What follows belongs to an exercise in optimizing a design on an open flow for small area, a short achievable clock period and few clock cycles per item; a production flow would make more cautious choices. At most, simulation tests tie the RTL to the original design; equivalence was not proved. The RTL of runs 2 and 3 was laid out without a check of its function. Power is estimated from default activity; no workload was simulated.

### flow/design.v
package stt_pkg;
    localparam logic [4:0] KIND_EOF    = 5'd0;
    localparam logic [4:0] KIND_IDENT  = 5'd1;
    localparam logic [4:0] KIND_FUNC   = 5'd2;
    localparam logic [4:0] KIND_RETURN = 5'd3;
    localparam logic [4:0] KIND_INT    = 5'd4;
    localparam logic [4:0] KIND_LPAREN = 5'd5;
    localparam logic [4:0] KIND_RPAREN = 5'd6;
    localparam logic [4:0] KIND_COLON  = 5'd7;
    localparam logic [4:0] KIND_COMMA  = 5'd8;
    localparam logic [4:0] KIND_LBRACE = 5'd9;
    localparam logic [4:0] KIND_RBRACE = 5'd10;
    localparam logic [4:0] KIND_PLUS   = 5'd11;
    localparam logic [4:0] KIND_MINUS  = 5'd12;
    localparam logic [4:0] KIND_STAR   = 5'd13;
    localparam logic [4:0] KIND_SLASH  = 5'd14;
    localparam logic [4:0] KIND_ARROW  = 5'd15;
    localparam logic [4:0] KIND_EQEQ   = 5'd16;
endpackage
module source_token_scanner (
    input  logic        aclk,
    input  logic        aresetn,
    input  logic        s_valid,
    output logic        s_ready,
    input  logic [7:0]  s_char_code,
    input  logic        s_end_of_input,
    output logic        m_valid,
    input  logic        m_ready,
    output logic [4:0]  m_token_kind,
    output logic [31:0] m_start_pos,
    output logic [5:0]  m_token_length,
    output logic [30:0] m_int_value,
    output logic        m_leading_space,
    output logic        m_last_result
);
    localparam int PW = 18;
    localparam logic [7:0] CH_NEWLINE = 8'h0A;
    localparam logic [7:0] CH_LPAREN  = 8'h28;
    localparam logic [7:0] CH_RPAREN  = 8'h29;
    localparam logic [7:0] CH_STAR    = 8'h2A;
    localparam logic [7:0] CH_PLUS    = 8'h2B;
    localparam logic [7:0] CH_COMMA   = 8'h2C;
    localparam logic [7:0] CH_MINUS   = 8'h2D;
    localparam logic [7:0] CH_DOT     = 8'h2E;
    localparam logic [7:0] CH_SLASH   = 8'h2F;
    localparam logic [7:0] CH_COLON   = 8'h3A;
    localparam logic [7:0] CH_EQUALS  = 8'h3D;
    localparam logic [7:0] CH_GT      = 8'h3E;
    localparam logic [7:0] CH_LBRACE  = 8'h7B;
    localparam logic [7:0] CH_RBRACE  = 8'h7D;
    localparam logic [3:0] KW_NONE   = 4'd0;
    localparam logic [3:0] KW_F      = 4'd1;    
    localparam logic [3:0] KW_FU     = 4'd2;    
    localparam logic [3:0] KW_FUN    = 4'd3;    
    localparam logic [3:0] KW_FUNC   = 4'd4;    
    localparam logic [3:0] KW_R      = 4'd5;    
    localparam logic [3:0] KW_RE     = 4'd6;    
    localparam logic [3:0] KW_RET    = 4'd7;    
    localparam logic [3:0] KW_RETU   = 4'd8;    
    localparam logic [3:0] KW_RETUR  = 4'd9;    
    localparam logic [3:0] KW_RETURN = 4'd10;   
    localparam logic [3:0] KW_SLASH  = 4'd11;   
    localparam logic [3:0] KW_MINUS  = 4'd12;   
    localparam logic [3:0] KW_EQ     = 4'd13;   
    localparam logic [4:0] CL_OTHER   = 5'd0;
    localparam logic [4:0] CL_SPACE   = 5'd1;    
    localparam logic [4:0] CL_NEWLINE = 5'd2;
    localparam logic [4:0] CL_DOT     = 5'd3;
    localparam logic [4:0] CL_DIGIT   = 5'd4;
    localparam logic [4:0] CL_LPAREN  = 5'd5;
    localparam logic [4:0] CL_RPAREN  = 5'd6;
    localparam logic [4:0] CL_COLON   = 5'd7;
    localparam logic [4:0] CL_COMMA   = 5'd8;
    localparam logic [4:0] CL_LBRACE  = 5'd9;
    localparam logic [4:0] CL_RBRACE  = 5'd10;
    localparam logic [4:0] CL_PLUS    = 5'd11;
    localparam logic [4:0] CL_MINUS   = 5'd12;
    localparam logic [4:0] CL_STAR    = 5'd13;
    localparam logic [4:0] CL_SLASH   = 5'd14;
    localparam logic [4:0] CL_GT      = 5'd15;
    localparam logic [4:0] CL_EQUALS  = 5'd16;
    localparam logic [4:0] CL_F       = 5'd17;
    localparam logic [4:0] CL_R       = 5'd18;
    localparam logic [4:0] CL_U       = 5'd19;
    localparam logic [4:0] CL_N       = 5'd20;
    localparam logic [4:0] CL_C       = 5'd21;
    localparam logic [4:0] CL_E       = 5'd22;
    localparam logic [4:0] CL_T       = 5'd23;
    function automatic logic [4:0] classify(input logic [7:0] ch);
        logic [4:0] cl;
        case (ch)
            8'h09, 8'h0B, 8'h0C, 8'h0D, 8'h20: cl = CL_SPACE;
            CH_NEWLINE: cl = CL_NEWLINE;
            CH_DOT:     cl = CL_DOT;
            8'h30, 8'h31, 8'h32, 8'h33, 8'h34,
            8'h35, 8'h36, 8'h37, 8'h38, 8'h39: cl = CL_DIGIT;
            CH_LPAREN:  cl = CL_LPAREN;
            CH_RPAREN:  cl = CL_RPAREN;
            CH_COLON:   cl = CL_COLON;
            CH_COMMA:   cl = CL_COMMA;
            CH_LBRACE:  cl = CL_LBRACE;
            CH_RBRACE:  cl = CL_RBRACE;
            CH_PLUS:    cl = CL_PLUS;
            CH_MINUS:   cl = CL_MINUS;
            CH_STAR:    cl = CL_STAR;
            CH_SLASH:   cl = CL_SLASH;
            CH_GT:      cl = CL_GT;
            CH_EQUALS:  cl = CL_EQUALS;
            8'h66:      cl = CL_F;
            8'h72:      cl = CL_R;
            8'h75:      cl = CL_U;
            8'h6E:      cl = CL_N;
            8'h63:      cl = CL_C;
            8'h65:      cl = CL_E;
            8'h74:      cl = CL_T;
            default:    cl = CL_OTHER;
        endcase
        classify = cl;
    endfunction
    logic        skv_q;
    logic [4:0]  skc_q;
    logic [3:0]  skn_q;
    logic        ske_q;
    logic        srdy_q;
    logic        h1v_q;
    logic [4:0]  h1c_q;
    logic [3:0]  h1n_q;
    logic        h1e_q;
    logic        h0v_q;
    logic [4:0]  h0_q;
    logic [3:0]  h0n_q;
    logic [PW-1:0] pos_q;
    logic        comment_q;
    logic        space_q;
    logic        in_word_q;
    logic        digits_q;
    logic [3:0]  kw_q;
    logic [PW-1:0] start_q;
    logic [5:0]  len_q;
    logic [30:0] acc_q;
    logic [4:0]  kind_q;
    logic        lead_q;
    logic        last_q;
    logic        pend_q;
    logic        eofp_q;
    logic        go_free_q;
    logic        go_ready_q;
    assign s_ready         = srdy_q;
    assign m_valid         = pend_q;
    assign m_token_kind    = kind_q;
    assign m_start_pos     = {{(32 - PW){1'b0}}, start_q};
    assign m_token_length  = len_q;
    assign m_int_value     = acc_q;
    assign m_leading_space = lead_q;
    assign m_last_result   = last_q;
    logic       take;
    logic [4:0] in_cl;
    logic [4:0] c;
    logic [4:0] la;
    logic       la_end;
    assign take   = s_valid && srdy_q;
    assign in_cl  = classify(s_char_code);
    assign c      = h0_q;
    assign la     = h1c_q;
    assign la_end = h1e_q;
    logic h0_space;
    logic starts_word;
    logic touch;
    logic go_free;    
    logic go_ready;   
    logic busy;
    logic go;
    logic scan;
    logic ld_word;
    logic ld_first;
    logic eof_load;
    logic h1_load;
    logic skv_n;
    assign h0_space    = c == CL_SPACE || c == CL_NEWLINE;
    assign starts_word = !comment_q && !in_word_q && !h0_space;
    assign touch       = !comment_q && (in_word_q || !h0_space);
    assign go_free     = go_free_q;
    assign go_ready    = go_ready_q;
    assign busy        = pend_q && !m_ready;
    assign go          = go_free || (go_ready && m_ready);
    assign scan        = go && h0v_q;
    assign ld_word     = scan && touch;
    assign ld_first    = scan && starts_word;
    assign eof_load    = eofp_q && !busy;
    assign h1_load     = !h1v_q || go;
    assign skv_n       = skv_q ? !go : (take && !h1_load);
    logic        c_digit;
    logic [3:0]  d;
    logic [5:0]  len_n;
    logic [3:0]  kw_n;
    logic        digits_n;
    logic        cmt_start;
    logic        la_gt;
    logic        la_slash;
    logic        ends;
    logic        found;
    logic [4:0]  kind;
    assign c_digit = c == CL_DIGIT;
    assign d       = h0n_q;
    assign len_n   = !in_word_q ? 6'd1 : (len_q == 6'd32) ? 6'd32 : len_q + 6'd1;
    always_comb begin
        kw_n = KW_NONE;
        if (!in_word_q) begin
            case (c)
                CL_F:      kw_n = KW_F;
                CL_R:      kw_n = KW_R;
                CL_SLASH:  kw_n = KW_SLASH;
                CL_MINUS:  kw_n = KW_MINUS;
                CL_EQUALS: kw_n = KW_EQ;
                default:   kw_n = KW_NONE;
            endcase
        end else begin
            case (kw_q)
                KW_F:     if (c == CL_U) kw_n = KW_FU;
                KW_FU:    if (c == CL_N) kw_n = KW_FUN;
                KW_FUN:   if (c == CL_C) kw_n = KW_FUNC;
                KW_R:     if (c == CL_E) kw_n = KW_RE;
                KW_RE:    if (c == CL_T) kw_n = KW_RET;
                KW_RET:   if (c == CL_U) kw_n = KW_RETU;
                KW_RETU:  if (c == CL_R) kw_n = KW_RETUR;
                KW_RETUR: if (c == CL_N) kw_n = KW_RETURN;
                default:  kw_n = KW_NONE;
            endcase
        end
    end
    assign digits_n = (!in_word_q || digits_q) && c_digit;
    localparam int AW = 28;
    logic          acc_keep;
    logic          acc_fresh;
    logic [1:0]    lo_sum;
    logic          lo_cout;
    logic [AW-1:0] ha;
    logic [AW-1:0] hb;
    logic [AW:0]   pg_g [6];
    logic [AW:0]   pg_p [6];
    logic [AW-1:0] hi_sum;
    logic [30:0]   prod;
    logic          ovf;
    assign acc_keep  = in_word_q && digits_q && c_digit;
    assign acc_fresh = !in_word_q && c_digit;
    assign lo_sum[0] = acc_q[0] ^ d[1];
    assign lo_sum[1] = acc_q[1] ^ d[2] ^ (acc_q[0] & d[1]);
    assign lo_cout   = d[3] | (acc_q[1] & d[2]) | ((acc_q[1] | d[2]) & acc_q[0] & d[1]);
    assign ha        = acc_q[29:2];
    assign hb        = acc_q[27:0];
    assign pg_g[0]   = {ha & hb, lo_cout};
    assign pg_p[0]   = {ha ^ hb, 1'b0};
    for (genvar l = 0; l < 5; l++) begin : g_ks
        for (genvar j = 0; j <= AW; j++) begin : g_pos
            if (j >= (1 << l)) begin : g_join
                assign pg_g[l + 1][j] = pg_g[l][j] | (pg_p[l][j] & pg_g[l][j - (1 << l)]);
                assign pg_p[l + 1][j] = pg_p[l][j] & pg_p[l][j - (1 << l)];
            end else begin : g_pass
                assign pg_g[l + 1][j] = pg_g[l][j];
                assign pg_p[l + 1][j] = pg_p[l][j];
            end
        end
    end
    assign hi_sum    = pg_p[0][AW:1] ^ pg_g[5][AW-1:0];
    assign prod      = {hi_sum, lo_sum, d[0]};
    assign ovf       = acc_q > 31'd214748364 || (acc_q == 31'd214748364 && d >= 4'd8);
    assign cmt_start = in_word_q && kw_q == KW_SLASH && c == CL_SLASH;
    assign la_gt     = !la_end && la == CL_GT;
    assign la_slash  = !la_end && la == CL_SLASH;
    assign ends      = la_end || la == CL_SPACE || la == CL_NEWLINE ||
                       la == CL_COMMA || la == CL_DOT || la == CL_LPAREN ||
                       la == CL_RPAREN || la == CL_LBRACE || la == CL_RBRACE ||
                       la == CL_COLON || la == CL_MINUS;
    always_comb begin
        found = 1'b0;
        kind  = stt_pkg::KIND_IDENT;
        case (c)
            CL_LPAREN, CL_RPAREN, CL_COLON, CL_COMMA,
            CL_LBRACE, CL_RBRACE, CL_PLUS, CL_STAR: found = 1'b1;
            CL_MINUS:  found = !la_gt;
            CL_SLASH:  found = !la_slash;
            CL_GT:     found = in_word_q && kw_q == KW_MINUS;
            CL_EQUALS: found = in_word_q && kw_q == KW_EQ;
            default:   found = 1'b0;
        endcase
        if (found) begin
            kind = c;
        end
        if (!found && ends) begin
            found = 1'b1;
            if (kw_n == KW_FUNC) begin
                kind = stt_pkg::KIND_FUNC;
            end else if (kw_n == KW_RETURN) begin
                kind = stt_pkg::KIND_RETURN;
            end else if (digits_n) begin
                kind = stt_pkg::KIND_INT;
            end else begin
                kind = stt_pkg::KIND_IDENT;
            end
        end
        if (cmt_start) begin
            found = 1'b0;
        end
    end
    logic tok;   
    assign tok = ld_word && found;
    logic        acc_ld_keep;
    logic        acc_ld_sat;
    logic        acc_ld_fresh;
    logic        acc_hold;
    logic [30:0] acc_d;
    assign acc_ld_keep  = ld_word && acc_keep;
    assign acc_ld_sat   = acc_ld_keep && ovf;
    assign acc_ld_fresh = ld_word && acc_fresh;
    assign acc_hold     = !ld_word && !eof_load;
    assign acc_d        = {31{acc_ld_sat}} | ({31{acc_ld_keep}} & prod) |
                          ({31{acc_hold}} & acc_q) | ({31{acc_ld_fresh}} & 31'(d));
    always_ff @(posedge aclk) begin
        acc_q <= acc_d;
    end
    always_ff @(posedge aclk) begin
        if (ld_first || eof_load) begin
            start_q <= pos_q;
        end
        if (eof_load) begin
            len_q   <= 6'd0;
            kind_q  <= stt_pkg::KIND_EOF;
            lead_q  <= 1'b0;
            last_q  <= 1'b1;
        end else if (ld_word) begin
            len_q   <= len_n;
            kind_q  <= kind;
            lead_q  <= space_q && digits_n;
            last_q  <= !la_end;
        end
        if (ld_word) begin
            kw_q     <= kw_n;
            digits_q <= digits_n;
        end
        if (go && !la_end) begin
            h0_q  <= la;
            h0n_q <= h1n_q;
        end
        if (h1_load) begin
            h1c_q <= skv_q ? skc_q : in_cl;
            h1n_q <= skv_q ? skn_q : s_char_code[3:0];
            h1e_q <= skv_q ? ske_q : s_end_of_input;
        end
        if (!skv_q) begin
            skc_q <= in_cl;
            skn_q <= s_char_code[3:0];
            ske_q <= s_end_of_input;
        end
    end
    logic       h1v_n;
    logic       h1e_n;
    logic       h0v_n;
    logic [4:0] h0_n;
    logic       pend_n;
    logic       eofp_n;
    logic       comment_n;
    logic       space_n;
    logic       in_word_n;
    logic       starts_word_n;
    logic       go_free_n;
    logic       go_ready_n;
    always_comb begin
        h1v_n     = h1_load ? (skv_q || take) : h1v_q;
        h1e_n     = h1_load ? (skv_q ? ske_q : s_end_of_input) : h1e_q;
        h0v_n     = h0v_q;
        h0_n      = h0_q;
        pend_n    = busy || tok || eof_load;
        eofp_n    = eofp_q && !eof_load;
        comment_n = comment_q;
        space_n   = space_q;
        in_word_n = in_word_q;
        if (scan) begin
            if (comment_q) begin
                if (c == CL_NEWLINE) begin
                    comment_n = 1'b0;
                    space_n   = 1'b0;
                end
            end else if (!in_word_q && h0_space) begin
                space_n = 1'b1;
            end else if (cmt_start) begin
                comment_n = 1'b1;
                in_word_n = 1'b0;
            end else if (found) begin
                space_n   = 1'b0;
                in_word_n = 1'b0;
            end else begin
                in_word_n = 1'b1;
            end
        end
        if (go) begin
            if (la_end) begin
                h0v_n     = 1'b0;
                comment_n = 1'b0;
                space_n   = 1'b0;
                in_word_n = 1'b0;
                eofp_n    = 1'b1;
            end else begin
                h0v_n = 1'b1;
                h0_n  = la;
            end
        end
        starts_word_n = !comment_n && !in_word_n && h0_n != CL_SPACE && h0_n != CL_NEWLINE;
        go_free_n  = h1v_n && (h1e_n ? (!eofp_n && !pend_n)
                                     : (!h0v_n || (!eofp_n && (!starts_word_n || !pend_n))));
        go_ready_n = h1v_n && !eofp_n && pend_n && (h1e_n || (h0v_n && starts_word_n));
    end
    always_ff @(posedge aclk) begin
        if (!aresetn) begin
            skv_q      <= 1'b0;
            srdy_q     <= 1'b1;
            h1v_q      <= 1'b0;
            h0v_q      <= 1'b0;
            pos_q      <= '0;
            comment_q  <= 1'b0;
            space_q    <= 1'b0;
            in_word_q  <= 1'b0;
            pend_q     <= 1'b0;
            eofp_q     <= 1'b0;
            go_free_q  <= 1'b0;
            go_ready_q <= 1'b0;
        end else begin
            skv_q      <= skv_n;
            srdy_q     <= !skv_n;
            h1v_q      <= h1v_n;
            h0v_q      <= h0v_n;
            comment_q  <= comment_n;
            space_q    <= space_n;
            in_word_q  <= in_word_n;
            pend_q     <= pend_n;
            eofp_q     <= eofp_n;
            go_free_q  <= go_free_n;
            go_ready_q <= go_ready_n;
            if (eof_load) begin
                pos_q <= '0;
            end else if (scan) begin
                pos_q <= pos_q + PW'(1);
            end
        end
    end
endmodule
### flow/flow/run.sh
#!/bin/bash
# The standard layout, with buf_2 cells as the port buffers in place of the
# default delay-buffer cells, and a clock tree of clkbuf_4 cells without
# dummy balancing loads. Every tool's output goes to a log file here.
set -euo pipefail
export BUFFER_PORTS_ARGS="-buffer_cell sky130_fd_sc_hd__buf_2"
export CTS_ARGS="-sink_clustering_enable -repair_clock_nets -dont_use_dummy_load -sink_clustering_size 30 -sink_clustering_max_diameter 100 -buf_list sky130_fd_sc_hd__clkbuf_4"
bash standard.sh > standard_flow.log 2>&1
### flow/standard.sh
#!/bin/bash
# synth_recipe.tcl (not shown) runs the flow's synth.tcl, then flattens the netlist and writes it again
# the make line also repeats each setting of config.mk as NAME=value (left out here)
make -C /OpenROAD-flow-scripts/flow DESIGN_CONFIG=/design/flow/config.mk WORK_HOME=/design/flow/orfs CLKGATE_MAP_FILE= SYNTH_SCRIPT=/design/flow/synth_recipe.tcl "${@:-finish}"
### flow/config.mk
export PLATFORM = sky130hd
export DESIGN_NAME = source_token_scanner
export DESIGN_NICKNAME = source_token_scanner
export VERILOG_FILES = /design/flow/design.v
export SDC_FILE = /design/flow/constraint.sdc
export NUM_CORES = 4
export LEC_CHECK = 0
export CAP_MARGIN = 20
export CORE_MARGIN = 2
export CORE_UTILIZATION = 45
export PLACE_DENSITY = 0.65
export SETUP_SLACK_MARGIN = 2.5
export SLEW_MARGIN = 20
### flow/constraint.sdc
create_clock -name core_clock -period 5.5 [get_ports {aclk}]
set_input_delay 1.1000 -clock core_clock [delete_from_list [all_inputs] [get_ports {aclk}]]
set_output_delay 1.1000 -clock core_clock [all_outputs]
set_load 0.01 [all_outputs]
==> run notes, run 1 <==
Status
The flow ran to the end and the layout has no timing, DRC or antenna violations.

Logic synthesis
The largest total area in the synthesized netlist belongs to dfxtp_1. After synthesis, the largest family of logic cells by area is compound AO/OA/AOI/OAI gates. The combined area of all synthesized cells is between 7000 and 8000 sq um. The count of unique library cells instantiated by Yosys is 85.

After synthesis, the share of flip-flops with an asynchronous set or reset is 0%. Sorting the synthesized cells by area gives the leading types as dfxtp_1 (24%), edfxtp_1 (17%), ha_1 (6.8%). In the synthesized netlist, mux cells make up 1.77% of the area. The area share of the largest cell type after synthesis is 23.5%.

The average cell area after synthesis is just over 9 sq um. The compound-cell area share of the yosys netlist is between 20 and 25%. Of the synthesized area, sequential elements account for between 40% and 50%. The synthesized design contains 125 register bits. The simple-gate area share of the yosys netlist is 18.0%. The number of warnings reported in the yosys synthesis log is 3.

The synthesized instance count is between 700 and 800. For this run, the leading register cell type out of synthesis is dfxtp_1. Yosys mapped a number of flops with a built-in enable equal to approximately 40. After Yosys synthesis, full adders, half adders and majority gates account for 7.25% of the synthesized area.

The post-synthesis xor/xnor area fraction is under 10%.

Finish
From synthesis to final layout, the design area changed by 9.08%. The final layout contains just over 900 nets. Of the cells placed in the final design, the portion with a size suffix greater than 1 is between 10% and 20%.

Timing
The final worst-path setup slack is 2680 ps. For the pin with the worst max-slew slack, the measured transition is 945 ps. The worst pin sits at a relative slew slack of between 30 and 40%. For the finished layout, the period the worst path requires is about 2800 ps.

The count of final hold-check violations is 0. The number of setup violations in the final report is 0. The total count of max-transition violations in the final report is 0. The worst setup skew after layout is between 30 and 40 ps. The summed negative setup slack over all endpoints is 0 ps. Static timing analysis puts the maximum clock frequency at between 300 and 400 MHz. Setup repair after global routing could not meet its margin everywhere.

The period utilization is approximately half.

Worst setup path
The worst path arrival time is between 3000 and 4000 ps. The highest fanout seen on the critical path is 5. The worst setup path is of the flop to flop kind. The peak per-stage delay on the critical path is approximately 420 ps. The startpoint kind of the worst setup timing path is a flop. STA classifies the critical path endpoint as a flop. Data on the critical path is required at its endpoint by roughly 5900 ps. The critical path goes through inv_1 > ha_1 > and3b_1 > nor3_2 > fa_2 > nor2b_1 > o31a_1 > o21ai_2 > a21oi_4 > a221o_1 > a21oi_1 > xor2_1 > o21ai_1.

The master of the slowest instance on the critical path is edfxtp_1.

Clocking
The latest clock arrival within the worst-skew pair is about 550 ps. The clock tree buffer depth is 2. The post-cts hold buffer count is 0. Clock-pin slew was measured on the worst setup and hold paths at roughly 100 ps. TritonCTS built the clock tree. The H-tree was split into 4 levels.

Clock tree synthesis inserted a total of 17 buffers. The tree built by TritonCTS fans out to approximately 130 sinks. The clock tree root driver cell is clkbuf_4.

Route
The vias per cell is about 5.5. The highest metal layer carrying signal wires in the routed design is met4. The number of nets with antenna violations after detailed routing is 0. The first TritonRoute pass finished after 5 iterations. After detailed routing, the met3 layer carries a little over 600 um of wire.

The final route contains about 5,900 vias. In this run, the number of DRC markers left after iteration 0 of detailed routing was 496. For this block, the routed nets add up to ~16 mm of wire. After detailed routing, the wire length on met1 is roughly 7.4 mm. For this run, design rule violations remaining after detail routing come to 0.

The routed length on met2 is around 7.6 mm. The average wire length per cell after detail routing is 14.7 um.

Place
At the placement stage, the worst setup path has a slack of ~1800 ps. The wire-length estimate of the detail-placed layout is about 11 mm. Input and output buffers added on the ports amount to 76. The global placer's final weighted congestion is between 0.8 and 0.9.

Flow run
The number of max-cap violations is 0.

Global route
The first global-routing pass estimated ~26 mm of wire. The number of global-route vias before repair is between 5,000 and 6,000. The global-route total usage across every layer is 19.3%. The number of antenna violations at the first check in global routing is 0. The maximum number of pins on one net before global-route repair is 32.

The overall overflow remaining after global route is 0.

Floorplan
The die covers 16,900 sq um. After floorplanning, the core was divided into 46 placement rows. The initial utilization of the core area, before any placement, comes to a little under half.

In this run the standard cell core region covers between 15,000 and 20,000 sq um. The count of pins on the block boundary is 91. The horizontal extent of the die is ~130 um. From bottom edge to top edge, the die measures ~130 um.

Worst hold path
The class of the worst hold path is flop to flop.

Pwr
The cell leakage power is about 0.0032 uW. For this design the ratio of total power to cell area is roughly 220 nW/um^2. VDD sags by at most about 0.00019 V.
-- logic make-up (layout without fill, tap and decap cells) --
logic type               after synthesis  count (layout)
adder cells (fa/ha/maj)               41              41
other                                  1              15
AND/OR/NAND/NOR                      252             252
AO/OA/AOI/OAI                        244             244
flip-flops                           125             125
XOR/XNOR                              43              43
buffers and inverters                 72             127
multiplexers                          12              12
-- final timing paths --
check	from	to	slack, ps	cells past startpoint
worst max register to register	h0n_q[2]$_DFFE_PP_	acc_q[22]$_DFF_P_	2680	13
worst max-delay path	h0n_q[2]$_DFFE_PP_	acc_q[22]$_DFF_P_	2680	13
worst min register to register	h1n_q[1]$_DFFE_PN_	h0n_q[1]$_DFFE_PP_	430	0
worst min-delay path	h1n_q[1]$_DFFE_PN_	h0n_q[1]$_DFFE_PP_	430	0
-- repair_timing --
item | in CTS | in global routing
pin swaps | 1 | 2
endpoints found under the setup margin | 31 | 8
endpoints found under the hold margin | 0 | 0
buffers inserted | 1 | 1
gates resized for setup | 2 | 7
-- layout by cell type (no fill, tap or decap), drive strengths merged, types with 5 or more instances in the layout --
| cell type | instances |
|---|---|
| nand4 | 11 |
| mux2 | 5 |
| nand2b | 12 |
| nand3 | 23 |
| buf | 80 |
| o211ai | 5 |
| dfxtp | 84 |
| a21boi | 5 |
| a221oi | 6 |
| edfxtp | 41 |
| a31oi | 7 |
| or3 | 9 |
| nand3b | 9 |
| nor4 | 7 |
| nor2b | 12 |
| mux2i | 7 |
| nor2 | 61 |
| a21o | 13 |
| a21oi | 78 |
| xnor2 | 17 |
| conb | 14 |
| a221o | 6 |
| nand2 | 65 |
| xor2 | 26 |
| o21ai | 77 |
| ha | 39 |
| and2 | 6 |
| and3 | 6 |
| clkbuf | 17 |
| nor3 | 11 |
| inv | 30 |
-- registers in the layout, summed over array words and instances (netlist names), 4 cells and up --
name and flops:
skc_q 5, len_q 6, skn_q 4, h0_q 5, kw_q 4, acc_q 31
h1c_q 5, h1n_q 4, h0n_q 4, start_q 18, kind_q 5, pos_q 18
-- per-stage QoR --
| stage | cells | instance area (sq um) | util, % | hold WS (ps) | power, uW |
|---|---|---|---|---|---|
| CTS | 1073 | 7760 | 49.4 | 433 | 1760 |
| global placement | 1055 | 7620 | 48.5 | 402 | 1330 |
| detailed placement | 1055 | 7620 | 48.5 | 408 | 1340 |
| finish | 1075 | 7800 | 49.6 | 430 | 1740 |
| global route | 1074 | 7800 | 49.6 | 442 | 1830 |
| floorplan | 803 | 7200 | - | 400 | 1260 |
-- cell usage after synthesis (9+ instances only) --
master / n
o21ai_0: 62
nand3_1: 23
nor2_1: 60
nand3b_1: 9
edfxtp_1: 41
a21o_1: 13
nand4_1: 11
ha_1: 39
a21oi_1: 77
nand2b_1: 12
nor3_1: 10
inv_1: 29
xor2_1: 26
o21ai_1: 13
clkbuf_1: 16
dfxtp_1: 84
xnor2_1: 17
buf_4: 18
nand2_1: 65
nor2b_1: 12
or3_1: 9
-- per-layer routing --
| layer | GRT usage [%] | vias to the layer above |
|---|---|---|
| met5 | 0 | - |
| met4 | 5.63 | 0 |
| met3 | 4.55 | 16 |
| met2 | 31.4 | 113 |
| met1 | 25.9 | 2809 |
| li1 | - | 3006 |
-- worst max-delay path: cells and delay by family, from the launching register on --
family	cells	cell delay (ps)
AOI/OAI and AO/OA	6	1250
DFF	1	420
and+or+nand+nor	3	410
adders and majority gates	2	360
xor gates and xnor gates	1	160
buffers and inverters	1	70
-- power breakdown --
part	internal [uW]	switching (uW)	leakage, uW
Sequential	1020	47.6	0.00107
Clock	141	281	0.0000782
Combinational	94.2	151	0.00203
Total	1260	480	0.00318
-- area by class of cell --
cell class              count  area, sq um
fillers                  1546         7910
multi-input cells         606         3960
flip-flops and latches    125         2910
repair buffers             80          410
well taps                 216          270
clock buffers              17          128
inverters                  30          113
diodes                      1         2.50
Testbench counts, summed over its fixed seeds: cycles 32,736, items 32,325.
==> inputs of run 2 (changes only) <==
--- a/flow/design.v
+++ b/flow/design.v
@@ -236,8 +236,9 @@
     logic          lo_cout;
     logic [AW-1:0] ha;
     logic [AW-1:0] hb;
-    logic [AW:0]   pg_g [6];
-    logic [AW:0]   pg_p [6];
+    logic [AW-1:0] pg_g [6];
+    logic [AW-1:0] pg_p [6];
+    logic [AW-1:0] hi_carry;
     logic [AW-1:0] hi_sum;
     logic [30:0]   prod;
     logic          ovf;
@@ -248,10 +249,10 @@
     assign lo_cout   = d[3] | (acc_q[1] & d[2]) | ((acc_q[1] | d[2]) & acc_q[0] & d[1]);
     assign ha        = acc_q[29:2];
     assign hb        = acc_q[27:0];
-    assign pg_g[0]   = {ha & hb, lo_cout};
-    assign pg_p[0]   = {ha ^ hb, 1'b0};
+    assign pg_g[0]   = ha & hb;
+    assign pg_p[0]   = ha ^ hb;
     for (genvar l = 0; l < 5; l++) begin : g_ks
-        for (genvar j = 0; j <= AW; j++) begin : g_pos
+        for (genvar j = 0; j < AW; j++) begin : g_pos
             if (j >= (1 << l)) begin : g_join
                 assign pg_g[l + 1][j] = pg_g[l][j] | (pg_p[l][j] & pg_g[l][j - (1 << l)]);
                 assign pg_p[l + 1][j] = pg_p[l][j] & pg_p[l][j - (1 << l)];
@@ -261,7 +262,8 @@
             end
         end
     end
-    assign hi_sum    = pg_p[0][AW:1] ^ pg_g[5][AW-1:0];
+    assign hi_carry  = {pg_g[5][AW-2:0] | (pg_p[5][AW-2:0] & {(AW - 1){lo_cout}}), lo_cout};
+    assign hi_sum    = pg_p[0] ^ hi_carry;
     assign prod      = {hi_sum, lo_sum, d[0]};
     assign ovf       = acc_q > 31'd214748364 || (acc_q == 31'd214748364 && d >= 4'd8);
     assign cmt_start = in_word_q && kw_q == KW_SLASH && c == CL_SLASH;
==> run 2 against run 1 <==
Effect of this change: synthesized cell count is 0.63% lower; maximum frequency is 5.4% lower; wire length is 1.7% lower; core utilization is 1.4 points higher; clock power is 1% lower; non-clock buffer count is 11 higher; clock-buffer cell count stayed put; critical path type unchanged; cell count is 2.3% lower; global-route usage is 0.59 points lower; highest routed layer unchanged.
==> run notes, run 2 <==
Status
The run finished with no timing, DRC or antenna violations.

Clocking
The clock tree buffer depth was 2 (unchanged). The post-cts hold buffer count is 0 (unchanged). The latest clock arrival within the worst-skew pair was 520 ps (-30 ps). TritonCTS built the clock tree. The clock slew at the register clock pins of the worst setup and hold paths is 90 ps (about the same). The CTS H-tree depth is 4 (unchanged).

The clock tree root driver cell is clkbuf_4. The clock sink count is 125 (unchanged). The number of clock buffers inserted by TritonCTS was 17 (unchanged).

Global route
The overall overflow remaining after global route is 0 (unchanged). The number of antenna violations at the first check in global routing came to 0 (unchanged). The wire length of the first global-routing pass came to 24.9 mm (-5.6%).

The global-route total usage across every layer is 18.7% (-0.59 points). The maximum number of pins on one net before global-route repair came to 32 (unchanged). The number of global-route vias before repair is 5,064 (-6.4%).

Timing
The period utilization is 54.1% (+2.9 points). The count of final hold-check violations was 0 (unchanged). The number of setup violations in the final report is 0 (unchanged).

The minimum period implied by the final worst setup slack is 2980 ps (+160 ps). The worst setup skew after layout is 44.3 ps (+6.99 ps). The total count of max-transition violations in the final report is 0 (unchanged). The summed negative setup slack over all endpoints came to 0 ps (unchanged). The achievable frequency is 336 MHz (-5.4%). Setup repair after global routing could not meet its margin everywhere. The worst slew slack as a fraction of its limit came to 41.9% (+4.9 points). The pin slew with the least headroom to its limit came to 868 ps (-77.1 ps).

Pwr
The switching share of power is 27.2% (-0.44 points). The clock share of power is 24.3% (about the same). The sequential power share is 62.2% (+0.6 points).

The cell internal power dissipation came to 1250 uW (-0.51%). The part of the total power dissipated in combinational logic is 13.5% (-0.6 points). The power density relative to cell area came to 221 nW/um^2 (-0.67%). The net switching power figure is 467 uW (-2.7%). The maximum ir drop on the vdd rail came to 0.000205 V (+6.2%).

The cell leakage power is 0.00335 uW (+5.6%).

Worst setup path
The critical path required time is 5910 ps (+30 ps). The highest fanout seen on the critical path was 5 (unchanged). The sort of element at the end of the critical path is a flop. The classification of the worst setup path is flop to flop. The startpoint kind of the worst setup timing path is a flop. The worst path arrival time was 3380 ps (+190 ps).

Route
The residual DRC count is 0 (unchanged). The average wire length per cell after detail routing is 14.8 um (+0.62%). The number of search-and-repair iterations in the first detailed-routing pass is 5 (unchanged).

The number of DRC markers in iteration 0 is 374 (-25%). The sum of routed wire length over all layers is 15.5 mm (-1.7%). The overall via count from detail_route was 5,856 (-1.5%).

The number of nets with antenna violations after detailed routing is 0 (unchanged). The vias per cell is 5.58 (+0.87%).

Finish
The flip-flop count of the largest register, all copies and words added was 31 (unchanged). The largest registers in the layout are acc_q: 31 flops, pos_q: 18 flops, start_q: 18 flops. The layout cell share with drive strength beyond 1 is 16.8% (+1.9 points). More flip-flops sit in one register than any other, and that register is acc_q. The most frequent standard cell in the layout excluding fill and tap cells is nand2_1. The antenna diode instance count is 0 (-1). The growth of design area from synthesis to finish is 11.3%.

The number of nets in the layout is 917 (+0.44%). The area of all placed cells without fillers came to 7760 sq um (-0.45%). The top cell types in the final layout, fill and taps aside, are nand2_1 (107), dfxtp_1 (80), buf_2 (76).

Logic synthesis
The sequential area share after synthesis is 41.7% (+1.0 points). The largest total area in the synthesized netlist belongs to dfxtp_1. Ranked by instance count, the synthesized netlist is headed by nand2_1 (107), dfxtp_1 (84), o21ai_0 (67). The average cell area after synthesis was 8.89 sq um (-1.8%). The number of warnings reported in the yosys synthesis log is 3 (unchanged). The share of flip-flops with an asynchronous set or reset after synthesis came to 0% (unchanged). By area the synthesized netlist is led by dfxtp_1 (24%), edfxtp_1 (18%), ha_1 (7.0%).

The most instantiated library cell after synthesis is nand2_1. The count of flip-flops with a built-in enable after synthesis is 41 (unchanged). The combined area of all synthesized cells is 6980 sq um (-2.4%).

The most used flip-flop cell after synthesis is dfxtp_1. The area share of the largest cell type after synthesis is 24.1% (+0.58 points). The synthesized instance count is 785 (-0.63%).

The flip-flop and latch count after synthesis is 125 (unchanged). The count of unique library cells instantiated by Yosys is 77 (-9.4%).

Place
The global placer's final weighted congestion is 0.887 (+3.7%). The detailed placer's ending HPWL is 11.1 mm (-3.4%). The count of buffers inserted at the top-level ports was 76 (unchanged). The cell area after placement came to 7450 sq um (-2.2%).

Floorplan
The core outline area is 15,200 sq um (-3.2%). The count of pins on the block boundary came to 91 (unchanged). The initial core utilization is 45.9% (+0.40 points). The total die area is 16,500 sq um (-2.3%). The standard-cell row count came to 45 (-2.2%). The horizontal extent of the die came to 129 um (-1.2%). The die span in y came to 129 um (-1.2%).

Worst hold path
The worst hold path belongs to the class flop to flop.

Flow run
The number of max-cap violations is 0 (unchanged).
[run 2: cell types whose count changed after synthesis, sizes merged, moves of 6 or more]
cell,before,now
buf,26,16
nor2,61,50
nand2,65,107
o21ai,77,67
nand2b,12,6
a21oi,78,58
clkbuf,16,28
nor3,11,23
[run 2: per-stage QoR]
stage	hold slack [ps]	total power (uW)	utilization, %	std cells	setup slack (ps)
floorplan	400	1250	-	798	2580
global placement	401	1320	49.0	1021	2330
detailed placement	405	1320	49.0	1021	2270
CTS	397	1730	50.0	1041	2490
global route	403	1810	51.1	1050	2460
finish	398	1720	51.1	1050	2520
[run 2: cell type report]
cell class	instances	area (sq um)
fill	1470	7440
multi-input combinational	603	3880
sequential	125	2930
timing repair buffer	91	493
tap	188	235
clock buffer	17	128
inverter	26	97.6
[run 2: timing repair]
| item | CTS | global route |
|---|---|---|
| gates resized for setup | 0 | 22 |
| pin swaps | 5 | 12 |
| buffers inserted | 3 | 9 |
| endpoints found under the setup margin | 4 | 9 |
[run 2: per-layer routing]
| metal | GRT usage (%) | part of all wire (%) | routed length, um |
|---|---|---|---|
| met4 | 5.50 | 1.3 | 200 |
| met5 | 0 | 0 | 0 |
| met2 | 29.3 | 45 | 7060 |
| met1 | 26.3 | 49 | 7530 |
| met3 | 4.07 | 4.7 | 727 |
[run 2: critical path, stage by stage (launching register included)]
cell,delay [ps]
dfxtp_4,370
ha_4,160
or4_4,510
o221a_4,330
a221oi_4,350
o211ai_4,150
a311oi_4,450
a211oi_4,140
o21a_1,220
o311ai_2,200
[run 2: final timing paths]
path / startpoint / endpoint / slack (ps) / depth (start not counted)
max: acc_q[0]$_DFF_P_ / acc_q[29]$_DFF_P_ / 2520 / 9
min: h1n_q[3]$_DFFE_PN_ / h0n_q[3]$_DFFE_PP_ / 400 / 0
max reg2reg: acc_q[0]$_DFF_P_ / acc_q[29]$_DFF_P_ / 2520 / 9
min reg2reg: h1n_q[3]$_DFFE_PN_ / h0n_q[3]$_DFFE_PP_ / 400 / 0
[run 2: logic make-up (layout without fill, tap and decap cells)]
| group | after synthesis | count (layout) | share of synthesized area [%] |
|---|---|---|---|
| other | 1 | 14 | 0.0537 |
| XOR/XNOR | 39 | 39 | 4.89 |
| AND/OR/NAND/NOR | 285 | 285 | 19.8 |
| buffers and inverters | 70 | 134 | 4.54 |
| multiplexers | 9 | 9 | 1.33 |
| AO/OA/AOI/OAI | 215 | 215 | 20.2 |
| flip-flops | 125 | 125 | 41.7 |
| adder cells (fa/ha/maj) | 41 | 41 | 7.42 |
[run 2: power by group through the flow]
stage / clock network [uW] / registers [uW] / logic (uW)
6_report: 417 / 1070 / 232
5_1_grt: 471 / 1080 / 262
4_1_cts: 432 / 1070 / 230
3_5_place_dp: 0 / 1090 / 229
3_3_place_gp: 0 / 1090 / 226
2_1_floorplan: 0 / 1090 / 157
==> inputs of run 3 (changes only) <==
==> flow/flow/run.sh (replaced) <==
#!/bin/bash
# The standard layout, with buf_2 cells as the port buffers in place of the
# default delay-buffer cells, and a clock tree of clkbuf_8 cells without
# dummy balancing loads. Every tool's output goes to a log file here.
set -euo pipefail
export BUFFER_PORTS_ARGS="-buffer_cell sky130_fd_sc_hd__buf_2"
export CTS_ARGS="-sink_clustering_enable -repair_clock_nets -dont_use_dummy_load -sink_clustering_size 30 -sink_clustering_max_diameter 100 -buf_list sky130_fd_sc_hd__clkbuf_8"
bash standard.sh > standard_flow.log 2>&1
==> run 3 against run 2 <==
Effect of this change: global-route usage up 0.14 points; clock power up 35%; via count down 0.19%; highest routed layer unchanged; synthesized cell count unchanged; sequential power about the same; largest cell class unchanged; cell count down 0.29%; sequential cell count unchanged; wire length down 0.49%; setup slack worse by 36 ps; hold slack better by 2.3 ps.
==> run notes, run 3 <==
Timing
The number of setup violations in the final report came to 0 (unchanged). The summed negative setup slack over all endpoints is 0 ps (unchanged). The period utilization is 54.8% (+0.65 points). The total count of max-transition violations in the final report is 0 (unchanged). The count of final hold-check violations is 0 (unchanged). The worst slew slack as a fraction of its limit came to 41.7% (-0.20 points). The achievable frequency was 332 MHz (-1.2%).

The worst setup skew after layout came to 31.3 ps (-13.0 ps). Setup repair after global routing could not meet its margin everywhere. The minimum period implied by the final worst setup slack is 3010 ps (+35.7 ps). The pin slew with the least headroom to its limit is 871 ps (+3.01 ps).

Worst setup path
The worst path buffer plus inverter count is 0 (unchanged). The minimum setup slack among reg-to-reg paths is 2490 ps (-40 ps). The master of the slowest instance on the critical path is or4_4. Traced cell by cell, the critical path runs through ha_4 > or4_4 > o221a_4 > a221oi_4 > o211ai_4 > a311oi_4 > a211oi_4 > nor3_1 > o311ai_2. The beginning of the worst register-to-register path is acc_q[1]$_DFF_P_.

The cell class contributing the biggest share of worst-path delay is compound AO/OA/AOI/OAI gates. The highest fanout seen on the critical path was 6 (+1). The critical path required time is 5780 ps (-130 ps). STA classifies the critical path endpoint as a flop. The startpoint kind of the worst setup timing path is a flop. The capturing point of the worst reg2reg path is acc_q[29]$_DFF_P_. The peak per-stage delay on the critical path is 520 ps (about the same). The worst reg-to-reg path cell count is 9 (unchanged).

The classification of the worst setup path is flop to flop. The worst path arrival time was 3290 ps (-90 ps).

Clocking
TritonCTS built the clock tree. The number of clock buffers inserted by TritonCTS was 17 (unchanged). The post-cts hold buffer count is 0 (unchanged). Clock tree synthesis selected as its root buffer the cell clkbuf_8.

The CTS H-tree depth was 4 (unchanged). The clock slew at the register clock pins of the worst setup and hold paths is 60 ps (-30 ps). The latest clock arrival within the worst-skew pair was 430 ps (-90 ps).

The clock sink count was 125 (unchanged). The clock tree buffer depth is 2 (unchanged).

Logic synthesis
The post-synthesis xor/xnor area fraction came to 4.90% (unchanged). The synthesized instance count is 785 (unchanged). In the synthesized netlist the dominant register cell turns out to be dfxtp_1. The dominant combinational cell family by area after synthesis is compound AO/OA/AOI/OAI gates. The count of unique library cells instantiated by Yosys is 77 (unchanged). The count of flip-flops with a built-in enable after synthesis is 41 (unchanged). The compound-cell area share of the yosys netlist is 20.2% (unchanged).

The simple-gate area share of the yosys netlist is 19.8% (unchanged). The area share of the largest cell type after synthesis is 24.1% (unchanged). The flip-flop and latch count after synthesis is 125 (unchanged). The adder and majority gate portion of the synthesized area is 7.42% (unchanged). The post-synthesis mux area share is 1.33% (unchanged). The combined area of all synthesized cells came to 6980 sq um (unchanged). The sequential area share after synthesis is 41.7% (unchanged).

The share of flip-flops with an asynchronous set or reset after synthesis was 0% (unchanged). The most instantiated library cell after synthesis is nand2_1. By count the netlist is led by nand2_1 (107), dfxtp_1 (84), o21ai_0 (67).

The dominant cell type by area after synthesis is dfxtp_1. The number of warnings reported in the yosys synthesis log is 3 (unchanged). Ranked by total cell area, the synthesized netlist is headed by dfxtp_1 (24%), edfxtp_1 (18%), ha_1 (7.0%).

The average cell area after synthesis is 8.89 sq um (unchanged).

Global route
The maximum number of pins on one net before global-route repair was 32 (unchanged). The number of global-route vias before repair came to 5,086 (+0.43%). The wire length of the first global-routing pass came to 24.9 mm (about the same). The overall overflow remaining after global route came to 0 (unchanged). The global-route total usage across every layer came to 18.9% (+0.14 points). The number of antenna violations at the first check in global routing is 0 (unchanged).

Route
The number of nets with antenna violations after detailed routing was 0 (unchanged). The residual DRC count was 0 (unchanged). The number of DRC markers in iteration 0 came to 324 (-13%). The vias per cell is 5.58 (about the same). The average wire length per cell after detail routing came to 14.8 um (-0.20%).

The sum of routed wire length over all layers is 15.4 mm (-0.49%). The number of search-and-repair iterations in the first detailed-routing pass is 5 (unchanged). The overall via count from detail_route is 5,845 (-0.19%).

Place
The cell area after placement is 7450 sq um (unchanged). The detailed placer's ending HPWL was 11.1 mm (unchanged). The count of buffers inserted at the top-level ports is 76 (unchanged). The global placer's final weighted congestion is 0.887 (unchanged).

The number of placed instances, taps included is 1,021 (unchanged).

Finish
The top cell types in the final layout, fill and taps aside, are nand2_1 (107), dfxtp_1 (80), buf_2 (76). The area of all placed cells without fillers is 7820 sq um (+0.69%). The final cell count without fillers is 1,047 (-0.29%). The growth of design area from synthesis to finish is 12.0%. The most frequent standard cell in the layout excluding fill and tap cells is nand2_1. The number of nets in the layout is 914 (-0.33%). The layout cell share with drive strength beyond 1 is 16.1% (-0.76 points). The end-of-flow core utilization is 51.4% (+0.35 points).

Counting flops per register, the top entry is acc_q. In the final layout, the registers with the most flip-flops are acc_q: 31 flops, pos_q: 18 flops, start_q: 18 flops. The antenna diode instance count is 0 (unchanged).

The flip-flop count of the largest register, all copies and words added is 31 (unchanged).

Pwr
The cell leakage power is 0.00338 uW (+0.95%). The maximum ir drop on the vdd rail is 0.000183 V (-11%). The total power came to 1860 uW (+8.4%). The power density relative to cell area came to 238 nW/um^2 (+7.7%).

Floorplan
The initial core utilization was 45.9% (unchanged). The horizontal extent of the die is 129 um (unchanged). The standard-cell row count is 45 (unchanged). The count of pins on the block boundary was 91 (unchanged). The die span in y was 129 um (unchanged). The core outline area is 15,200 sq um (unchanged).

The total die area came to 16,500 sq um (unchanged).

Worst hold path
The sink of the worst hold path is h0n_q[3]$_DFFE_PP_. The worst min-delay path startpoint is h1n_q[3]$_DFFE_PN_. The number of instances on the worst hold path is 0 (unchanged). The worst hold path belongs to the class flop to flop.

Status
The flow ran to the end and the layout has no timing, DRC or antenna violations.

Flow run
The number of max-cap violations was 0 (unchanged).
-- run 3: what timing repair did --
action                                  CTS  global route
endpoints found under the setup margin    4            10
setup buffers                             3             6
pin swaps                                 5             7
gates cloned                              0             0
resized for setup                         1            14
-- run 3: cell families after synthesis --
logic type,after synthesis
multiplexers,9
adder cells (fa/ha/maj),41
other,1
flip-flops,125
buffers and inverters,70
XOR/XNOR,39
AO/OA/AOI/OAI,215
AND/OR/NAND/NOR,285
-- run 3: worst reg2reg max path: cells and delay by family (launching register included) --
family                   cells  cell delay, ps
adder cells (fa/ha/maj)      1             170
flip-flops                   1             370
AO/OA/AOI/OAI                6            1570
AND/OR/NAND/NOR              2             780
-- run 3: cell type report --
class	count	area [sq um]
Sequential cell	125	2930
Fill cell	1459	7380
Tap cell	188	235
Inverter	26	97.6
Timing Repair Buffer	88	470
Clock buffer	17	234
Multi-Input combinational cell	603	3850
-- run 3: stage by stage --
step	hold WS [ps]	setup slack, ps
after detailed placement	405	2270
after CTS	402	2520
final	400	2490
after global routing	408	2430
after floorplan	400	2580
after global placement	401	2330
-- run 3: power breakdown --
group	total [uW]	internal [uW]	switching (uW)
clock	561	270	290
combinational	231	87.3	143
sequential	1070	1020	47.7
total	1860	1380	481
-- run 3: routing by layer --
metal	share of wire, %	wire [um]	track usage, %	up-vias
met2	45	7020	29.0	138
met3	4.2	650	3.95	10
met5	0	0	0	-
li1	-	-	-	2973
met1	49	7580	26.6	2724
met4	1.2	193	6.65	0
-- run 3: worst max-delay path by stage --
stage,cells after the start,from,endpoint,slack [ps]
5_1_grt,10,acc_q[1]$_DFF_P_,acc_q[27]$_DFF_P_,2430
6_report,9,acc_q[1]$_DFF_P_,acc_q[29]$_DFF_P_,2490
3_5_place_dp,9,m_ready,acc_q[2]$_DFF_P_,2270
3_3_place_gp,9,m_ready,acc_q[1]$_DFF_P_,2330
4_1_cts,9,acc_q[1]$_DFF_P_,acc_q[29]$_DFF_P_,2520
2_1_floorplan,9,acc_q[1]$_DFF_P_,acc_q[19]$_DFF_P_,2580
==> inputs of run 4 (changes only) <==
--- a/flow/design.v
+++ b/flow/design.v
@@ -236,9 +236,8 @@
     logic          lo_cout;
     logic [AW-1:0] ha;
     logic [AW-1:0] hb;
-    logic [AW-1:0] pg_g [6];
-    logic [AW-1:0] pg_p [6];
-    logic [AW-1:0] hi_carry;
+    logic [AW:0]   pg_g [6];
+    logic [AW:0]   pg_p [6];
     logic [AW-1:0] hi_sum;
     logic [30:0]   prod;
     logic          ovf;
@@ -249,10 +248,10 @@
     assign lo_cout   = d[3] | (acc_q[1] & d[2]) | ((acc_q[1] | d[2]) & acc_q[0] & d[1]);
     assign ha        = acc_q[29:2];
     assign hb        = acc_q[27:0];
-    assign pg_g[0]   = ha & hb;
-    assign pg_p[0]   = ha ^ hb;
+    assign pg_g[0]   = {ha & hb, lo_cout};
+    assign pg_p[0]   = {ha ^ hb, 1'b0};
     for (genvar l = 0; l < 5; l++) begin : g_ks
-        for (genvar j = 0; j < AW; j++) begin : g_pos
+        for (genvar j = 0; j <= AW; j++) begin : g_pos
             if (j >= (1 << l)) begin : g_join
                 assign pg_g[l + 1][j] = pg_g[l][j] | (pg_p[l][j] & pg_g[l][j - (1 << l)]);
                 assign pg_p[l + 1][j] = pg_p[l][j] & pg_p[l][j - (1 << l)];
@@ -262,8 +261,7 @@
             end
         end
     end
-    assign hi_carry  = {pg_g[5][AW-2:0] | (pg_p[5][AW-2:0] & {(AW - 1){lo_cout}}), lo_cout};
-    assign hi_sum    = pg_p[0] ^ hi_carry;
+    assign hi_sum    = pg_p[0][AW:1] ^ pg_g[5][AW-1:0];
     assign prod      = {hi_sum, lo_sum, d[0]};
     assign ovf       = acc_q > 31'd214748364 || (acc_q == 31'd214748364 && d >= 4'd8);
     assign cmt_start = in_word_q && kw_q == KW_SLASH && c == CL_SLASH;
==> run 4 against run 3 <==
Effect of this change: die area is 2.4% higher; non-clock buffer count is 8 lower; sequential cell count stayed put; clock-buffer cell count stayed put; area after synthesis is 2.5% higher; maximum frequency is 6.8% higher; sequential power hardly changed; setup slack better by 190 ps; largest cell class unchanged.
==> run notes, run 4 <==
Status
The run finished with no timing, DRC or antenna violations.

Global route
The number of antenna violations at the first check in global routing was 0 (unchanged). The global-route total usage across every layer is 19.4% (+0.47 points). The wire length of the first global-routing pass is 26.3 mm (+5.6%).

The number of global-route vias before repair is 5,398 (+6.1%). The maximum number of pins on one net before global-route repair came to 32 (unchanged). The overall overflow remaining after global route is 0 (unchanged).

Timing
The period utilization is 51.3% (-3.5 points). The minimum period implied by the final worst setup slack is 2820 ps (-192 ps). Setup repair after global routing could not meet its margin everywhere. The number of setup violations in the final report came to 0 (unchanged). The worst setup skew after layout was 24.4 ps (-6.91 ps). The achievable frequency is 355 MHz (+6.8%).

The pin slew with the least headroom to its limit is 952 ps (+80.6 ps). The count of final hold-check violations was 0 (unchanged). The worst slew slack as a fraction of its limit came to 36.5% (-5.2 points). The summed negative setup slack over all endpoints came to 0 ps (unchanged). The total count of max-transition violations in the final report is 0 (unchanged).

Worst setup path
The critical path goes through buf_2 > a21o_1 > nand2_1 > nor2_4 > o21ai_2 > inv_2 > nor2_2 > buf_4 > a222oi_1 > nand2b_1. The worst reg-to-reg path cell count is 13 (+4). The worst setup path is of the primary input to flop kind. The peak per-stage delay on the critical path is 410 ps (-110 ps). The worst setup path is launched from a primary input.

The critical path required time is 5820 ps (+40 ps). In this run the critical register-to-register path is launched from acc_q[1]$_DFF_P_. The worst setup path is captured at a flop. The worst path arrival time is 3140 ps (-150 ps). The minimum setup slack among reg-to-reg paths is 2690 ps (+200 ps). The capturing point of the worst reg2reg path is acc_q[26]$_DFF_P_. On the critical path, the stage with the largest delay is an instance of a222oi_1. The highest fanout seen on the critical path came to 31 (+25).

Route
The vias per cell is 5.54 (-0.70%). The sum of routed wire length over all layers is 15.9 mm (+2.7%). The overall via count from detail_route is 5,954 (+1.9%). The number of search-and-repair iterations in the first detailed-routing pass is 5 (unchanged). The residual DRC count is 0 (unchanged).

The number of nets with antenna violations after detailed routing is 0 (unchanged). After detailed routing, no signal wire sits above met4. The number of DRC markers in iteration 0 is 441 (+36%). The routed length on met2 is 7.57 mm (+7.9%). The met1 layer wirelength in the final routing came to 7.58 mm (about the same).

The met3 wire length is 542 um (-17%). The average wire length per cell after detail routing is 14.8 um (about the same).

Place
The count of buffers inserted at the top-level ports is 76 (unchanged). The cell area after placement is 7620 sq um (+2.3%). The detailed placer's ending HPWL is 11.5 mm (+3.5%). The global placer's final weighted congestion is 0.855 (-3.6%).

Floorplan
The die span in y was 130 um (+1.2%). The count of pins on the block boundary is 91 (unchanged). The core outline area is 15,700 sq um (+3.4%).

The total die area is 16,900 sq um (+2.4%). The standard-cell row count is 46 (+2.2%). The horizontal extent of the die came to 130 um (+1.2%).

The initial core utilization came to 45.5% (-0.40 points).

Finish
The flip-flop count of the largest register, all copies and words added is 31 (unchanged). The growth of design area from synthesis to finish is 10.4%. The number of nets in the layout is 913 (-0.11%). The number of fill cells in the layout came to 1,533 (+5.1%).

In the layout the commonest cells are dfxtp_1 (83), a21oi_1 (76), buf_2 (76). The area of combinational cells with multiple inputs is 3950 sq um (+2.6%). The area of all placed cells without fillers came to 7900 sq um (+0.99%). The layout cell share with drive strength beyond 1 was 14.9% (-1.1 points).

The most frequent standard cell in the layout excluding fill and tap cells is dfxtp_1. The top register by number of flip-flops is acc_q. The antenna diode instance count is 0 (unchanged). The register area came to 2910 sq um (-0.39%). The largest registers in the layout are acc_q: 31 flops, pos_q: 18 flops, start_q: 18 flops.

Logic synthesis
Counting instances in the post-synthesis netlist gives the leading cell types as dfxtp_1 (84), a21oi_1 (77), nand2_1 (65). The most instantiated library cell after synthesis is dfxtp_1. The average cell area after synthesis came to 9.05 sq um (+1.8%). Yosys attributes the largest share of cell area to dfxtp_1 (24%), edfxtp_1 (17%), ha_1 (6.8%). The area share of the largest cell type after synthesis is 23.5% (-0.58 points).

The most used flip-flop cell after synthesis is dfxtp_1. The dominant cell type by area after synthesis is dfxtp_1. The count of unique library cells instantiated by Yosys was 85 (+10%). The synthesized instance count is 790 (+0.64%).

The sequential area share after synthesis is 40.7% (-1.0 points). The count of flip-flops with a built-in enable after synthesis is 41 (unchanged). The combined area of all synthesized cells was 7150 sq um (+2.5%).

The share of flip-flops with an asynchronous set or reset after synthesis is 0% (unchanged). The flip-flop and latch count after synthesis is 125 (unchanged). The number of warnings reported in the yosys synthesis log is 3 (unchanged).

Worst hold path
The worst hold path terminates at h0n_q[1]$_DFFE_PP_. The class of the worst hold path is flop to flop. The number of instances on the worst hold path is 0 (unchanged).

The worst min-delay path startpoint is h1n_q[1]$_DFFE_PN_.

Clocking
The clock tree buffer depth is 2 (unchanged). The number of clock buffers inserted by TritonCTS is 17 (unchanged). The clock slew at the register clock pins of the worst setup and hold paths came to 70 ps (about the same). TritonCTS built the clock tree. The post-cts hold buffer count is 0 (unchanged). The root buffer cell chosen for the clock tree is clkbuf_8. The latest clock arrival within the worst-skew pair was 450 ps (+20 ps). The CTS H-tree depth is 4 (unchanged).

The clock sink count was 125 (unchanged).

Pwr
The cell leakage power is 0.00322 uW (-4.9%). The power density relative to cell area is 239 nW/um^2 (+0.46%). The maximum ir drop on the vdd rail is 0.000238 V (+30%).

Flow run
The number of max-cap violations is 0 (unchanged).
-- run 4: cell count changes after synthesis, moves of 5 or more --
cell	before	now
o21ai_0	67	62
nand2b_1	6	12
clkbuf_1	28	16
nor3_1	23	10
a221oi_1	0	5
nor2b_1	7	12
nor2_1	50	60
a21oi_1	58	77
o21ai_1	0	13
nand2_1	107	65
-- run 4: repair_timing --
item,CTS,global route
gates cloned,0,0
endpoints found under the setup margin,31,12
gates resized for setup,2,6
pin swaps,1,2
buffers inserted,1,1
-- run 4: kinds of logic (layout without fill, tap and decap cells) --
family | Yosys count | count (layout) | share of synthesized area, %
AND/OR/NAND/NOR | 252 | 252 | 18.0
AO/OA/AOI/OAI | 244 | 244 | 21.9
flip-flops | 125 | 125 | 40.7
buffers and inverters | 72 | 127 | 5.02
XOR/XNOR | 43 | 43 | 5.27
adder cells (fa/ha/maj) | 41 | 41 | 7.25
multiplexers | 12 | 12 | 1.77
other | 1 | 14 | 0.0525
-- run 4: worst max-delay path, delay by kind of cell --
kind,cells,cell delay [ps]
AO/OA/AOI/OAI,3,790
buffers and inverters,3,660
AND/OR/NAND/NOR,4,580
-- run 4: how the worst max path moves through the flow --
stage	startpoint	end	slack (ps)	depth (start not counted)
6_report	m_ready	acc_q[1]$_DFF_P_	2680	10
5_1_grt	h0n_q[2]$_DFFE_PP_	acc_q[22]$_DFF_P_	2470	13
4_1_cts	acc_q[1]$_DFF_P_	acc_q[26]$_DFF_P_	2490	13
3_5_place_dp	m_ready	acc_q[29]$_DFF_P_	1840	10
3_3_place_gp	m_ready	acc_q[29]$_DFF_P_	1870	10
2_1_floorplan	acc_q[1]$_DFF_P_	acc_q[26]$_DFF_P_	2650	13
-- run 4: power breakdown --
part | internal [uW] | switching [uW]
combinational | 94.2 | 152
sequential | 1020 | 47.6
clock | 271 | 302
total | 1390 | 501
-- run 4: through the flow --
step | setup WS (ps) | total power [uW] | cells | utilization [%] | hold WS, ps
detailed placement | 1840 | 1340 | 1055 | 48.5 | 408
global placement | 1870 | 1330 | 1055 | 48.5 | 402
floorplan | 2650 | 1260 | 803 | - | 400
CTS | 2490 | 1910 | 1073 | 50.1 | 424
finish | 2680 | 1890 | 1074 | 50.2 | 422
global route | 2470 | 1980 | 1074 | 50.2 | 432
-- run 4: routing by layer --
| layer | vias to the layer above | track usage, % |
|---|---|---|
| li1 | 2999 | - |
| met1 | 2837 | 25.9 |
| met2 | 105 | 31.4 |
| met3 | 13 | 4.43 |
| met4 | 0 | 5.82 |
| met5 | - | 0 |
-- run 4: cell type report --
cell class / count / area share (%)
flip-flops and latches: 125 / 36.9
clock buffers: 17 / 2.96
well taps: 216 / 3.42
repair buffers: 80 / 5.20
inverters: 30 / 1.43
multi-input cells: 606 / 50.1
Testbench counts of run 4, summed over its fixed seeds: cycles 32,736, items 32,325.
==> inputs of run 5 (changes only) <==
--- a/flow/config.mk
+++ b/flow/config.mk
@@ -9,5 +9,5 @@
 export CORE_MARGIN = 2
 export CORE_UTILIZATION = 45
 export PLACE_DENSITY = 0.65
-export SETUP_SLACK_MARGIN = 2.5
+export SETUP_SLACK_MARGIN = 2.9
 export SLEW_MARGIN = 20
==> run 5 against run 4 <==
Effect of this change: clock power is 1% lower; synthesized cell count stayed put; maximum frequency is 3.2% higher; die area stayed put; via count is 3.1% higher; clock skew is 4.6 ps lower; cell count is 2.1% higher; cell area is 4.3% higher; non-clock buffer count is 20 higher; total power is 0.23% higher; critical path type is now flop to flop; largest power group unchanged.
==> run notes, run 5 <==
Status
The run finished with no timing, DRC or antenna violations.

Route
The overall via count from detail_route is 6,140 (+3.1%). The average wire length per cell after detail routing is 15.1 um (+2.5%). The vias per cell is 5.60 (+0.96%). The number of nets with antenna violations after detailed routing was 0 (unchanged). The number of DRC markers in iteration 0 was 454 (+2.9%). The residual DRC count was 0 (unchanged). The number of search-and-repair iterations in the first detailed-routing pass is 6 (+1). The sum of routed wire length over all layers is 16.6 mm (+4.7%).

Worst hold path
The class of the worst hold path is flop to flop. The worst min-delay path startpoint is h1n_q[1]$_DFFE_PN_. The sink of the worst hold path is h0n_q[1]$_DFFE_PP_.

The number of instances on the worst hold path is 0 (unchanged).

Global route
The maximum number of pins on one net before global-route repair is 32 (unchanged). The global-route total usage across every layer is 19.4% (about the same). The number of antenna violations at the first check in global routing is 0 (unchanged). The overall overflow remaining after global route is 0 (unchanged). The wire length of the first global-routing pass came to 26.4 mm (+0.47%). The number of global-route vias before repair is 5,529 (+2.4%).

Worst setup path
The critical path required time is 5810 ps (about the same). The endpoint identified for the worst register-to-register timing path is acc_q[22]$_DFF_P_. The startpoint kind of the worst setup timing path is a flop. In this run the critical register-to-register path is launched from h0n_q[2]$_DFFE_PP_. The worst reg-to-reg path cell count is 13 (unchanged). The worst setup path is captured at a flop. The critical path in this run is classified as flop to flop. The minimum setup slack among reg-to-reg paths is 2770 ps (+80 ps). The worst path arrival time is 3040 ps (-100 ps). The highest fanout seen on the critical path came to 6 (-81%).

Finish
The antenna diode instance count is 0 (unchanged). Leaving out fill and tap cells, the most frequent cell in the layout is dfxtp_1. From synthesis to final layout, the design area changed by 15.2%.

The number of nets in the layout is 936 (+2.5%). The largest registers in the layout are acc_q: 31 flops, pos_q: 18 flops, start_q: 18 flops. Ranked by flip-flop count, first place goes to acc_q.

Leaving out fill and tap cells, the most frequent cells in the layout are dfxtp_1 (83), buf_2 (76), a21oi_1 (72). The end-of-flow core utilization is 52.4% (+2.2 points). The flip-flop count of the largest register, all copies and words added is 31 (unchanged).

The layout cell share with drive strength beyond 1 is 19.6% (+4.7 points).

Flow run
The number of max-cap violations was 0 (unchanged).

Floorplan
The standard-cell row count is 46 (unchanged). The initial core utilization is 45.5% (unchanged). The count of pins on the block boundary is 91 (unchanged). The horizontal extent of the die is 130 um (unchanged). The total die area came to 16,900 sq um (unchanged). The die span in y is 130 um (unchanged). The core outline area was 15,700 sq um (unchanged).

Timing
The final worst-path setup slack is 2770 ps (+87.9 ps). The count of final hold-check violations is 0 (unchanged). The period utilization is 49.7% (-1.6 points). The pin slew with the least headroom to its limit came to 880 ps (-71.8 ps).

Setup repair after global routing could not meet its margin everywhere. The number of setup violations in the final report is 0 (unchanged). The worst setup skew after layout came to 19.8 ps (-4.63 ps).

The worst slew slack as a fraction of its limit is 41.1% (+4.6 points). The summed negative setup slack over all endpoints was 0 ps (unchanged). The total count of max-transition violations in the final report is 0 (unchanged). The achievable frequency is 366 MHz (+3.2%). The minimum period implied by the final worst setup slack is 2730 ps (-87.9 ps).

Clocking
The clock tree buffer depth is 2 (unchanged). Clock tree synthesis selected as its root buffer the cell clkbuf_8. The clock slew at the register clock pins of the worst setup and hold paths is 70 ps (about the same). The latest clock arrival within the worst-skew pair is 440 ps (about the same). The number of clock buffers inserted by TritonCTS is 17 (unchanged). The post-cts hold buffer count is 0 (unchanged). The clock sink count is 125 (unchanged).

The TritonCTS clock tree is built. The CTS H-tree depth is 4 (unchanged).

Logic synthesis
The area share of the largest cell type after synthesis came to 23.5% (unchanged). Sorting the synthesized cells by area gives the leading types as dfxtp_1 (24%), edfxtp_1 (17%), ha_1 (6.8%). The count of unique library cells instantiated by Yosys came to 85 (unchanged). The synthesized instance count is 790 (unchanged). The flip-flop and latch count after synthesis is 125 (unchanged).

The share of flip-flops with an asynchronous set or reset after synthesis is 0% (unchanged). The most used flip-flop cell after synthesis is dfxtp_1. Summed over all instances, the cell type with the most area after synthesis is dfxtp_1.

The most common cell in the synthesized netlist is dfxtp_1. The combined area of all synthesized cells is 7150 sq um (unchanged). The count of flip-flops with a built-in enable after synthesis is 41 (unchanged). By count the netlist is led by dfxtp_1 (84), a21oi_1 (77), nand2_1 (65). The average cell area after synthesis is 9.05 sq um (unchanged). The number of warnings reported in the yosys synthesis log is 3 (unchanged). The sequential area share after synthesis is 40.7% (unchanged).

Pwr
The power density relative to cell area is 230 nW/um^2 (-3.9%). The maximum ir drop on the vdd rail is 0.000258 V (+8.2%). The cell leakage power was 0.00339 uW (+5.2%).

Place
The global placer's final weighted congestion is 0.848 (-0.90%). The count of buffers inserted at the top-level ports is 76 (unchanged). The detailed placer's ending HPWL is 11.6 mm (+0.78%). The worst setup slack after placement is 1910 ps (+73.8 ps).
[run 5: cell count changes in the layout (fill, tap and decap cells not counted), sizes merged]
cell	previous run	this run
o311a	1	3
clkinv	0	1
inv	30	29
or3	9	10
buf	80	100
[run 5: critical path, cell delays in order, from the launching register on]
cell and delay [ps]:
edfxtp_1 380, inv_1 70, ha_1 140, and3b_2 220, nor3_2 170, fa_2 230, nor2b_2 50, o31a_1 280
o21ai_2 240, a21oi_4 130, a221o_1 350, a21oi_2 140, xor2_1 150, o21ai_1 70
[run 5: how the worst max path moves through the flow]
stage	from	end	slack, ps	cells after the start
2_1_floorplan	h0n_q[2]$_DFFE_PP_	acc_q[22]$_DFF_P_	2930	13
3_3_place_gp	m_ready	acc_q[29]$_DFF_P_	1990	10
3_5_place_dp	m_ready	acc_q[29]$_DFF_P_	1910	10
4_1_cts	h0n_q[2]$_DFFE_PP_	acc_q[22]$_DFF_P_	2710	13
5_1_grt	h0n_q[2]$_DFFE_PP_	acc_q[22]$_DFF_P_	2620	13
6_report	h0n_q[2]$_DFFE_PP_	acc_q[22]$_DFF_P_	2770	13
[run 5: layout make-up]
class	instances	area, sq um
Tap cell	216	270
Multi-Input combinational cell	609	4130
Sequential cell	125	2920
Clock buffer	17	234
Inverter	30	118
Fill cell	1510	7480
Timing Repair Buffer	100	564
[run 5: timing repair]
item / in CTS / in global routing
gates cloned: 0 / 3
resized for setup: 15 / 25
endpoints found under the setup margin: 31 / 35
pin swaps: 10 / 16
setup buffers: 10 / 12
[run 5: stage by stage]
stage | std cells | area, sq um | power (uW) | hold WS, ps
3_3_place_gp | 1055 | 7650 | 1330 | 404
4_1_cts | 1082 | 8020 | 1900 | 423
2_1_floorplan | 803 | 7230 | 1260 | 400
3_5_place_dp | 1055 | 7650 | 1340 | 407
6_report | 1097 | 8240 | 1890 | 421
5_1_grt | 1097 | 8240 | 1990 | 443
[run 5: metal layers]
layer	vias to the layer above	global-route usage, %	part of all wire, %
met1	2912	26.2	47
met4	0	5.44	0.92
met2	133	31.4	48
met3	15	4.06	4.0
li1	3080	-	-
met5	-	0	0
[run 5: report_power, final]
group | leakage [uW] | internal (uW) | switching [uW]
clock | 0.000122 | 270 | 293
sequential | 0.00107 | 1020 | 46.2
combinational | 0.00220 | 102 | 158
[run 5: kinds of logic (layout without fill, tap and decap cells)]
logic type	after synthesis	after routing	synth area share, %
AO/OA/AOI/OAI	244	246	21.9
buffers and inverters	72	147	5.02
flip-flops	125	125	40.7
multiplexers	12	12	1.77
other	1	14	0.0525
AND/OR/NAND/NOR	252	253	18.0
adder cells (fa/ha/maj)	41	41	7.25
XOR/XNOR	43	43	5.27

port drivers added, routing unchanged:
The flow's constraints put no driver on any port. The routed layouts listed below were extracted and timed again, unchanged, in two steps.
Step 1, drivers: a clkbuf_16 drives aclk and a buf_2 each remaining input, both assumed.
Step 2 moves the port delays by t, midway between the first and last clock arrival at a register: inputs arrive t later, outputs are due t later. That takes back most of the time a late clock gives input paths.
Slacks: no drivers / after step 1 / after step 2; pairs: no drivers / after step 1.
run | shift t [ns] | slack for setup (ns) | hold WS [ns]
run 1 | 0.561 | 2.684 / 2.684 / 2.232 | 0.430 / 0.430 / 0.430
run 2 | 0.531 | 2.524 / 2.524 / 2.228 | 0.398 / 0.398 / 0.398
run 3 | 0.456 | 2.488 / 2.488 / 2.232 | 0.400 / 0.400 / 0.400
run 4 | 0.477 | 2.680 / 2.691 / 2.214 | 0.422 / 0.422 / 0.422
run 5 | 0.465 | 2.768 / 2.768 / 2.513 | 0.421 / 0.421 / 0.421
After both steps every run listed still meets setup and hold. For run 4, which loses most, drivers alone change the setup slack by +0.011 ns; drivers and shift together by -0.466 ns.
